From an optimization exercise on the open Yosys and OpenROAD flow, aimed at a short achievable clock period and few clock cycles; shortcuts taken in it are not production practice. Function was checked by simulation only, so behaviour that the tests miss may differ from the original. Power is estimated from default activity; no workload was simulated.

==> design.v <==
package ssui_pkg;
  localparam int CAPACITY = 16;
  localparam int VALUE_W  = 16;
  localparam int ADDR_W   = (CAPACITY > 1) ? $clog2(CAPACITY) : 1;
  localparam int CNT_W    = $clog2(CAPACITY + 1);
  localparam int TOT_W    = $clog2(2 * CAPACITY + 1);
  localparam int OP_W     = 2;
  localparam int STATUS_W = 3;
  localparam int ELEM_W   = 16;
  localparam int COUNT_W  = 6;
  typedef enum logic [OP_W-1:0] {
    OP_INSERT    = 2'd0,
    OP_UNION     = 2'd1,
    OP_INTERSECT = 2'd2,
    OP_CLEAR     = 2'd3
  } ssui_op_e;
  typedef enum logic [STATUS_W-1:0] {
    STAT_ADDED   = 3'd0,
    STAT_PRESENT = 3'd1,
    STAT_FULL    = 3'd2,
    STAT_QUERY   = 3'd3,
    STAT_CLEARED = 3'd4
  } ssui_status_e;
  typedef enum logic [2:0] {
    ST_IDLE,
    ST_SEARCH,
    ST_SHIFT,
    ST_WRITE,
    ST_RESP,
    ST_COUNT,
    ST_EMIT
  } ssui_state_e;
endpackage
module ssui_ram #(
  parameter int WIDTH = 16,
  parameter int DEPTH = 16
) (
  input  logic                                     clk_i,
  input  logic                                     we_i,
  input  logic [((DEPTH > 1) ? $clog2(DEPTH) : 1)-1:0] waddr_i,
  input  logic [WIDTH-1:0]                         wdata_i,
  input  logic [((DEPTH > 1) ? $clog2(DEPTH) : 1)-1:0] raddr_i,
  output logic [WIDTH-1:0]                         rdata_o
);
  logic [WIDTH-1:0] mem_q [DEPTH];
  logic [WIDTH-1:0] rdata_q;
  always_ff @(posedge clk_i) begin
    if (we_i) begin
      mem_q[waddr_i] <= wdata_i;
    end
    rdata_q <= mem_q[raddr_i];
  end
  assign rdata_o = rdata_q;
endmodule
import ssui_pkg::*;
module sorted_set_union_intersection (
  input  logic        clk_i,
  input  logic        rst_ni,
  input  logic        s_axis_tvalid_i,
  output logic        s_axis_tready_o,
  input  logic [23:0] s_axis_tdata_i,    
  input  logic        s_axis_tuser_i,    
  output logic        m_axis_tvalid_o,
  input  logic        m_axis_tready_i,
  output logic [23:0] m_axis_tdata_o,    
  output logic [3:0]  m_axis_tuser_o,    
  output logic        m_axis_tlast_o
);
  localparam int N  = CAPACITY;
  localparam int W  = VALUE_W;
  localparam int RW = 1 + VALUE_W + OP_W;    
  localparam int BW = 29;                    
  logic [RW-1:0] in0_q, in1_q;
  logic [1:0]    ic_q;
  logic          ivld_q, irdy_q;
  logic          acc, ipop;
  logic [RW-1:0] din;
  assign din             = {s_axis_tuser_i, s_axis_tdata_i[OP_W +: VALUE_W], s_axis_tdata_i[OP_W-1:0]};
  assign acc             = s_axis_tvalid_i && irdy_q;
  assign s_axis_tready_o = irdy_q;
  logic [1:0] ic_d;
  always_comb begin
    ic_d = ic_q;
    if (acc && !ipop)      ic_d = ic_q + 2'd1;
    else if (!acc && ipop) ic_d = ic_q - 2'd1;
  end
  always_ff @(posedge clk_i or negedge rst_ni) begin
    if (!rst_ni) begin
      ic_q   <= '0;
      ivld_q <= 1'b0;
      irdy_q <= 1'b1;
    end else begin
      ic_q   <= ic_d;
      ivld_q <= (ic_d != 2'd0);
      irdy_q <= (ic_d != 2'd2);
    end
  end
  always_ff @(posedge clk_i) begin
    if (ic_q == 2'd0 || (ic_q == 2'd1 && ipop)) in0_q <= din;
    else if (ic_q == 2'd2 && ipop)              in0_q <= in1_q;
    if (ic_q == 2'd1) in1_q <= din;
  end
  logic [BW-1:0] out0_q, out1_q;
  logic [1:0]    oc_q;
  logic          ovld_q, ofull_q;
  logic          opush, opop;
  logic [BW-1:0] beat;
  assign opop = m_axis_tready_i && ovld_q;
  logic [1:0] oc_d;
  always_comb begin
    oc_d = oc_q;
    if (opush && !opop)      oc_d = oc_q + 2'd1;
    else if (!opush && opop) oc_d = oc_q - 2'd1;
  end
  always_ff @(posedge clk_i or negedge rst_ni) begin
    if (!rst_ni) begin
      oc_q    <= '0;
      ovld_q  <= 1'b0;
      ofull_q <= 1'b0;
    end else begin
      oc_q    <= oc_d;
      ovld_q  <= (oc_d != 2'd0);
      ofull_q <= (oc_d == 2'd2);
    end
  end
  always_ff @(posedge clk_i) begin
    if (oc_q == 2'd0 || (oc_q == 2'd1 && opop)) out0_q <= beat;
    else if (oc_q == 2'd2 && opop)              out0_q <= out1_q;
    if (oc_q == 2'd1) out1_q <= beat;
  end
  assign m_axis_tvalid_o = ovld_q;
  assign m_axis_tdata_o  = {2'b00, out0_q[21:0]};
  assign m_axis_tlast_o  = out0_q[24];
  assign m_axis_tuser_o  = out0_q[28:25];
  logic [W-1:0]     a_q [N];
  logic [W-1:0]     b_q [N];
  logic [W-1:0]     a_d [N];
  logic [W-1:0]     b_d [N];
  logic [N-1:0]     va_q, vb_q, va_d, vb_d;    
  logic [N-1:0]     inb_q, inb_d;              
  logic [CNT_W-1:0] cnt_a_q, cnt_b_q, cnt_i_q;
  logic [CNT_W-1:0] cnt_a_d, cnt_b_d, cnt_i_d;
  logic [TOT_W-1:0] cnt_u_q, cnt_u_d;
  logic             qact_q, qact_d;
  logic [W-1:0]     sa_q [N];
  logic [W-1:0]     sb_q [N];
  logic [W-1:0]     sa_d [N];
  logic [W-1:0]     sb_d [N];
  logic [N-1:0]     sva_q, svb_q, sva_d, svb_d;
  logic [N-1:0]     msk_q, msk_d;
  logic [TOT_W-1:0] left_q, left_d;
  logic [COUNT_W-1:0] qcnt_q, qcnt_d;
  logic [1:0]   op;
  logic [W-1:0] val;
  logic         tgt;
  logic         ex;
  assign op  = in0_q[OP_W-1:0];
  assign val = in0_q[OP_W +: W];
  assign tgt = in0_q[RW-1];
  assign ex  = ivld_q && !ofull_q;
  logic [N-1:0] eq_a, eq_b, lt_a, lt_b;
  logic         any_eq_a, any_eq_b;
  for (genvar i = 0; i < N; i++) begin : g_cmp
    assign eq_a[i] = va_q[i] && (a_q[i] == val);
    assign eq_b[i] = vb_q[i] && (b_q[i] == val);
    assign lt_a[i] = !va_q[i] || (val < a_q[i]);
    assign lt_b[i] = !vb_q[i] || (val < b_q[i]);
  end
  assign any_eq_a = |eq_a;
  assign any_eq_b = |eq_b;
  logic is_ins, is_clr, is_uni, is_int;
  logic present, full, add, add_a, add_b;
  logic [CNT_W-1:0] cnt_t;
  assign is_ins  = ex && (op == OP_INSERT);
  assign is_clr  = ex && (op == OP_CLEAR);
  assign is_uni  = ex && (op == OP_UNION);
  assign is_int  = ex && (op == OP_INTERSECT);
  assign present = tgt ? any_eq_b : any_eq_a;
  assign full    = tgt ? vb_q[N-1] : va_q[N-1];
  assign cnt_t   = tgt ? cnt_b_q : cnt_a_q;
  assign add     = is_ins && !present && !full;
  assign add_a   = add && !tgt;
  assign add_b   = add && tgt;
  logic [W-1:0] ha, hb;
  logic         hva, hvb, ha_le, hb_le, take_a, take_b;
  logic [W-1:0] u_elem;
  assign ha     = qact_q ? sa_q[0] : a_q[0];
  assign hb     = qact_q ? sb_q[0] : b_q[0];
  assign hva    = qact_q ? sva_q[0] : va_q[0];
  assign hvb    = qact_q ? svb_q[0] : vb_q[0];
  assign ha_le  = (ha <= hb);
  assign hb_le  = (hb <= ha);
  assign take_a = hva && (!hvb || ha_le);
  assign take_b = hvb && (!hva || hb_le);
  assign u_elem = take_a ? ha : hb;
  logic [N-1:0] iflags, ioh;
  logic [W-1:0] i_elem;
  assign iflags = qact_q ? msk_q : inb_q;
  assign ioh    = iflags & ~(iflags - 1'b1);
  always_comb begin
    i_elem = '0;
    for (int i = 0; i < N; i++) begin
      i_elem = i_elem | ({W{ioh[i]}} & a_q[i]);
    end
  end
  logic [COUNT_W-1:0] qtot;
  assign qtot = COUNT_W'(op[0] ? cnt_u_q : cnt_i_q);    
  always_comb begin
    for (int i = 0; i < N; i++) begin
      a_d[i]  = a_q[i];
      b_d[i]  = b_q[i];
      sa_d[i] = sa_q[i];
      sb_d[i] = sb_q[i];
    end
    va_d    = va_q;
    vb_d    = vb_q;
    inb_d   = inb_q;
    cnt_a_d = cnt_a_q;
    cnt_b_d = cnt_b_q;
    cnt_i_d = cnt_i_q;
    cnt_u_d = cnt_u_q;
    sva_d   = sva_q;
    svb_d   = svb_q;
    msk_d   = msk_q;
    qact_d  = qact_q;
    left_d  = left_q;
    qcnt_d  = qcnt_q;
    opush   = 1'b0;
    ipop    = 1'b0;
    beat    = '0;
    if (add_a) begin
      for (int i = 0; i < N; i++) begin
        if (lt_a[i]) begin
          if (i > 0 && lt_a[(i > 0) ? i - 1 : 0]) begin
            a_d[i]   = a_q[(i > 0) ? i - 1 : 0];
            inb_d[i] = inb_q[(i > 0) ? i - 1 : 0];
          end else begin
            a_d[i]   = val;
            inb_d[i] = any_eq_b;
          end
        end
      end
      va_d    = {va_q[N-2:0], 1'b1};
      cnt_a_d = cnt_a_q + 1'b1;
      cnt_i_d = cnt_i_q + CNT_W'(any_eq_b);
      cnt_u_d = cnt_u_q + TOT_W'(!any_eq_b);
    end
    if (add_b) begin
      for (int i = 0; i < N; i++) begin
        if (lt_b[i]) begin
          if (i > 0 && lt_b[(i > 0) ? i - 1 : 0]) b_d[i] = b_q[(i > 0) ? i - 1 : 0];
          else                                    b_d[i] = val;
        end
      end
      inb_d   = inb_q | eq_a;
      vb_d    = {vb_q[N-2:0], 1'b1};
      cnt_b_d = cnt_b_q + 1'b1;
      cnt_i_d = cnt_i_q + CNT_W'(any_eq_a);
      cnt_u_d = cnt_u_q + TOT_W'(!any_eq_a);
    end
    if (is_ins) begin
      opush = 1'b1;
      ipop  = 1'b1;
      beat  = {1'b0, (present ? STAT_PRESENT : (full ? STAT_FULL : STAT_ADDED)), 1'b1,
               2'b00, COUNT_W'(add ? cnt_t + 1'b1 : cnt_t), 16'h0000};
    end
    if (is_clr) begin
      opush = 1'b1;
      ipop  = 1'b1;
      beat  = {1'b0, STAT_CLEARED, 1'b1, 2'b00, 6'd0, 16'h0000};
      inb_d   = '0;
      cnt_i_d = '0;
      if (tgt) begin
        vb_d    = '0;
        cnt_b_d = '0;
        cnt_u_d = TOT_W'(cnt_a_q);
      end else begin
        va_d    = '0;
        cnt_a_d = '0;
        cnt_u_d = TOT_W'(cnt_b_q);
      end
    end
    if (is_uni || is_int) begin
      opush = 1'b1;
      if (!qact_q) begin
        if (qtot == '0) begin
          ipop = 1'b1;
          beat = {1'b1, STAT_QUERY, 1'b1, 2'b00, 6'd0, 16'h0000};
        end else begin
          beat   = {1'b0, STAT_QUERY, (qtot == 6'd1), 2'b00, qtot,
                    (is_uni ? u_elem : i_elem)};
          ipop   = (qtot == 6'd1);
          qact_d = (qtot != 6'd1);
          left_d = TOT_W'(qtot - 1'b1);
          qcnt_d = qtot;
        end
      end else begin
        beat   = {1'b0, STAT_QUERY, (left_q == 1), 2'b00, qcnt_q,
                  (is_uni ? u_elem : i_elem)};
        ipop   = (left_q == 1);
        qact_d = (left_q != 1);
        left_d = left_q - 1'b1;
      end
      for (int i = 0; i < N; i++) begin
        sa_d[i] = qact_q ? sa_q[i] : a_q[i];
        sb_d[i] = qact_q ? sb_q[i] : b_q[i];
      end
      sva_d = qact_q ? sva_q : va_q;
      svb_d = qact_q ? svb_q : vb_q;
      if (take_a) begin
        for (int i = 0; i < N - 1; i++) sa_d[i] = sa_d[i+1];
        sva_d = {1'b0, sva_d[N-1:1]};
      end
      if (take_b) begin
        for (int i = 0; i < N - 1; i++) sb_d[i] = sb_d[i+1];
        svb_d = {1'b0, svb_d[N-1:1]};
      end
      msk_d = iflags & ~ioh;
    end
  end
  always_ff @(posedge clk_i or negedge rst_ni) begin
    if (!rst_ni) begin
      va_q    <= '0;
      vb_q    <= '0;
      inb_q   <= '0;
      cnt_a_q <= '0;
      cnt_b_q <= '0;
      cnt_i_q <= '0;
      cnt_u_q <= '0;
      qact_q  <= 1'b0;
    end else begin
      va_q    <= va_d;
      vb_q    <= vb_d;
      inb_q   <= inb_d;
      cnt_a_q <= cnt_a_d;
      cnt_b_q <= cnt_b_d;
      cnt_i_q <= cnt_i_d;
      cnt_u_q <= cnt_u_d;
      qact_q  <= qact_d;
    end
  end
  always_ff @(posedge clk_i) begin
    for (int i = 0; i < N; i++) begin
      a_q[i]  <= a_d[i];
      b_q[i]  <= b_d[i];
      sa_q[i] <= sa_d[i];
      sb_q[i] <= sb_d[i];
    end
    sva_q  <= sva_d;
    svb_q  <= svb_d;
    msk_q  <= msk_d;
    left_q <= left_d;
    qcnt_q <= qcnt_d;
  end
endmodule
==> run.sh <==
#!/bin/bash
# synth_recipe.tcl (not shown) runs the flow's synth.tcl, then flattens the netlist and writes it again
# the make line also repeats each setting of config.mk as NAME=value (left out here)
make -C /OpenROAD-flow-scripts/flow DESIGN_CONFIG=/design/flow/config.mk WORK_HOME=/design/flow/orfs CLKGATE_MAP_FILE= SYNTH_SCRIPT=/design/flow/synth_recipe.tcl finish
==> config.mk <==
export PLATFORM = sky130hd
export DESIGN_NAME = sorted_set_union_intersection
export DESIGN_NICKNAME = sorted_set_union_intersection
export VERILOG_FILES = /design/flow/design.v
export SDC_FILE = /design/flow/constraint.sdc
export NUM_CORES = 4
export LEC_CHECK = 0
export CAP_MARGIN = 20
export CORE_MARGIN = 2
export CORE_UTILIZATION = 40
export SLEW_MARGIN = 20
==> constraint.sdc <==
create_clock -name core_clock -period 7.0 [get_ports {clk_i}]
set_input_delay 1.4000 -clock core_clock [delete_from_list [all_inputs] [get_ports {clk_i}]]
set_output_delay 1.4000 -clock core_clock [all_outputs]
set_load 0.01 [all_outputs]
==> notes.md <==
-- cell usage after synthesis, drive strengths merged, types with 49 or more instances --
master,count
mux4,444
dfrtp,77
a21oi,243
nand4,142
nor2,217
mux2,486
ha,545
nand3,78
nand2,277
a21o,84
nor2b,49
inv,528
clkbuf,226
and3,55
buf,101
mux2i,117
edfxtp,1175
o21ai,292
-- through the flow --
stage	hold slack (ns)	setup slack, ns
floorplan	0.460	-2.69
global placement	0.490	1.57
detailed placement	0.497	1.55
CTS	0.504	1.50
global route	0.512	1.12
finish	0.505	1.44
-- area by class of cell --
cell class                      count  area, um^2
Fill cell                       16706      104000
Sequential cell                  1253       37200
Multi-Input combinational cell   3506       34600
Clock buffer                      176        3850
Tap cell                         2495        3120
Timing Repair Buffer              200        2010
Inverter                          528        1990
Clock inverter                     91         795
-- flip-flops by register name (all words and copies together) (netlist names), 2 cells and up, named ones only --
| register | count |
|---|---|
| cnt_a_q | 4 |
| a_q | 256 |
| inb_q | 16 |
| oc_q | 2 |
| b_q | 256 |
| msk_q | 15 |
| left_q | 6 |
| in0_q | 19 |
| cnt_b_q | 4 |
| vb_q | 16 |
| cnt_i_q | 5 |
| svb_q | 16 |
| sa_q | 256 |
| sb_q | 256 |
| ic_q | 2 |
| cnt_u_q | 6 |
| out1_q | 27 |
| qcnt_q | 6 |
| va_q | 16 |
| sva_q | 16 |
| in1_q | 19 |
| out0_q | 27 |
-- critical path: stages (launching register included) --
cell                       delay, ns
sky130_fd_sc_hd__dfrtp_4        1.02
sky130_fd_sc_hd__buf_4          0.80
sky130_fd_sc_hd__mux2i_1        0.68
sky130_fd_sc_hd__and4_1         0.77
sky130_fd_sc_hd__a22oi_1        0.31
sky130_fd_sc_hd__and3_1         0.28
sky130_fd_sc_hd__o211a_1        0.30
sky130_fd_sc_hd__a311oi_2       0.57
sky130_fd_sc_hd__a22o_1         0.42
-- cells by family (layout without fill, tap and decap cells) --
family	count (synthesis)	after routing	share of synthesized area
xor gates and xnor gates	15	15	0.00175
other	1	2	0.0000499
AOI/OAI and AO/OA	952	952	0.0819
and+or+nand+nor	943	943	0.0615
buffers and inverters	856	995	0.0460
muxes	1047	1047	0.222
adders and majority gates	547	547	0.0911
DFF	1253	1253	0.496
-- power groups by stage --
stage	Combinational [uW]	Sequential (uW)	Clock, uW
2_1_floorplan	15200	15000	0
3_3_place_gp	22100	15900	0
3_5_place_dp	22600	16000	0
4_1_cts	22700	15900	7740
5_1_grt	24600	16300	8000
6_report	22600	16000	7620
-- per-layer routing --
metal / GRT usage / wire [um] / vias up
met5: 0 / 55 / -
met4: 0.0786 / 7680 / 8
met2: 0.353 / 101000 / 1909
met1: 0.319 / 95300 / 25788
met3: 0.0419 / 15900 / 348
li1: - / - / 21830
-- path summary, 6_finish.rpt --
kind	endpoint	cells past startpoint
max	out0_q[13]	8
min	cnt_a_q[4]	1
max reg2reg	out0_q[13]	8
min reg2reg	cnt_a_q[4]	1
max in group asynchronous	qact_q	2
min in group asynchronous	inb_q[11]	1
==> flow_metrics.py <==
metrics = {
    "outcome": {
        "result_of_the_run": "no timing/DRC/antenna violations",
    },
    "sta": {
        "max_freq_mhz": 180,
        "fin_crit_sh": 0.795,
        "hold_viol_final": 0,
        "fin_skew_ns": 0.0439,
        "maxSlewHeadroom": 0.184,
        "rsz_0062_raised_after_global_routing": "false",
        "period_needed_ns": 5.56,
        "worst-slew-pin-transition_ns": 1.22,
        "slew_violations": 0,
        "totalNegativeSetupSlack_ns": 0,
        "final-setup-viol-count": 0,
    },
    "drt": {
        "routed_wirelength_um": 219000,
        "ant_nets": 0,
        "drtIter0Drc": 5030,
        "drt_pass1_iterations": 8,
        "post_drt_wl_per_cell_um": 26.6,
        "vias": 49883,
        "post-route-drc-count": 0,
        "via_per_inst": 6.05,
    },
    "clock_tree": {
        "cts-hold-fix-buffers": 0,
        "postCtsSetupRepairBufs": 0,
        "maximum_level_of_the_cts_h_tree": 4,
        "cts_tree": "built",
        "cts-buffers-inserted": 146,
        "clock-root-buffer": "sky130_fd_sc_hd__clkbuf_16",
        "resize_count_post_cts": 0,
        "cts_max_path_buffers": 3,
        "clkLatencyLatePin_ns": 0.82,
        "cts.sinks": 1253,
        "clkSlewWorstSetupHoldPaths_ns": 0.06,
    },
    "layout": {
        "antenna-diode-count": 0,
        "layout.cells.non_filler": 8249,
        "final_common_cell": "sky130_fd_sc_hd__edfxtp_1",
        "layout.cells.most_common_list": "sky130_fd_sc_hd__edfxtp_1 (1175), sky130_fd_sc_hd__ha_1 (544), sky130_fd_sc_hd__inv_1 (524)",
        "areaGrowthSynthToFinish_pct": 11.4,
        "post-route-util": 0.447,
        "final_nets": 6209,
        "drive_gt1_frac": 0.236,
        "fin_area_um2": 83600,
    },
    "yosys": {
        "post-synth-top-area-cell": "sky130_fd_sc_hd__edfxtp_1",
        "synth_cell_types": 90,
        "synth_top_cells_by_area": "sky130_fd_sc_hd__edfxtp_1 (47%), sky130_fd_sc_hd__mux4_2 (13%), sky130_fd_sc_hd__ha_1 (9.1%), sky130_fd_sc_hd__mux2_2 (7.0%), sky130_fd_sc_hd__inv_1 (2.6%)",
        "synth_cells": 5614,
        "ys_ff_latch": 1253,
        "synth-main-ff-cell": "sky130_fd_sc_hd__edfxtp_1",
        "postSynthAreaPerCell_um2": 13.4,
        "synth_top_area_frac": 0.470,
        "mappedNetlistArea_um2": 75100,
        "synth-warning-count": 9,
        "synth_async_sr_flop_share": 0.0623,
        "synth_enable_flop_cells": 1175,
        "ys_seq_area_frac": 0.496,
    },
    "placement": {
        "post_dp_cell_area_um2": 79000,
        "numPlacedInstances": 7982,
        "place.port_buffers": 51,
        "place_hpwl_um": 153000,
        "globalplace.congestion": 0.898,
    },
    "power": {
        "switchingPower_uw": 18600,
        "seq_power_share": 0.346,
        "p_per_area_nw_per_um2": 553,
        "netSwitchingFraction": 0.401,
        "total_power_uw": 46200,
        "cellInternalPower_uw": 27700,
        "total_leakage_power_uw": 0.0318,
        "ir_worst_vdd_v": 0.000579,
        "p_clk_frac": 0.165,
        "power.share.combinational": 0.489,
    },
    "critical_path": {
        "criticalPathCategory": "reg2reg",
        "worst_setup_path_start_kind": "flip-flop",
        "worstPathRequired_ns": 7.57,
        "endpoint_kind": "flip-flop",
        "worst-r2r-setup-slack_ns": 1.44,
        "worst_r2r_src": "qact_q",
        "timing.critical_path.fanout_max": 61,
        "crit_start": "qact_q",
        "arrival_time_at_the_worst_endpoint_ns": 6.13,
    },
    "global_routing": {
        "grt_pass1_wl_um": 328000,
        "first_global_vias": 49102,
        "global_route.usage.total": 0.227,
        "grt_max_degree": 167,
        "global_route.overflow_total": 0,
        "grt_antenna_before_repair": 10,
    },
    "die": {
        "dieArea_um2": 191000,
        "chipWidth_um": 437,
        "io-pin-count": 60,
        "initial_core_utilization": 0.401,
        "placement_rows": 159,
        "core_area_um2": 187000,
        "fp.dieH_um": 437,
    },
    "min_path": {
        "min_from": "cnt_a_q[4]",
        "hold_path.class": "reg2reg",
    },
    "run": {
        "drv.max_cap_violation_count": 0,
    },
}
Testbench counts, summed over its fixed seeds: cycles 9,367.

## separate check: timing with driven ports
The results above use ideal ports. As a check the final layout listed here was re-extracted and re-timed, cells and wires unchanged.
Step 1, drivers: a clkbuf_16 drives clk_i and a buf_2 each remaining input, both assumed.
Step 2 moves the port delays by t, midway between the first and last clock arrival at a register: inputs arrive t later, outputs are due t later. That takes back most of the time a late clock gives input paths.
Three values: ideal, step 1, step 2; two values: the first two.
shift t [ns]: 0.888
setup WS [ns]: 1.438 / 1.438 / 1.438
worst hold slack (ns): 0.505 / 0.505 / 0.505
worst setup path after step 2: register to register
pins driven straight from the clock port: 1
After both steps this run still meets setup and hold. The setup slack of this run moves by 0.000 ns with the drivers and by 0.000 ns with both steps.
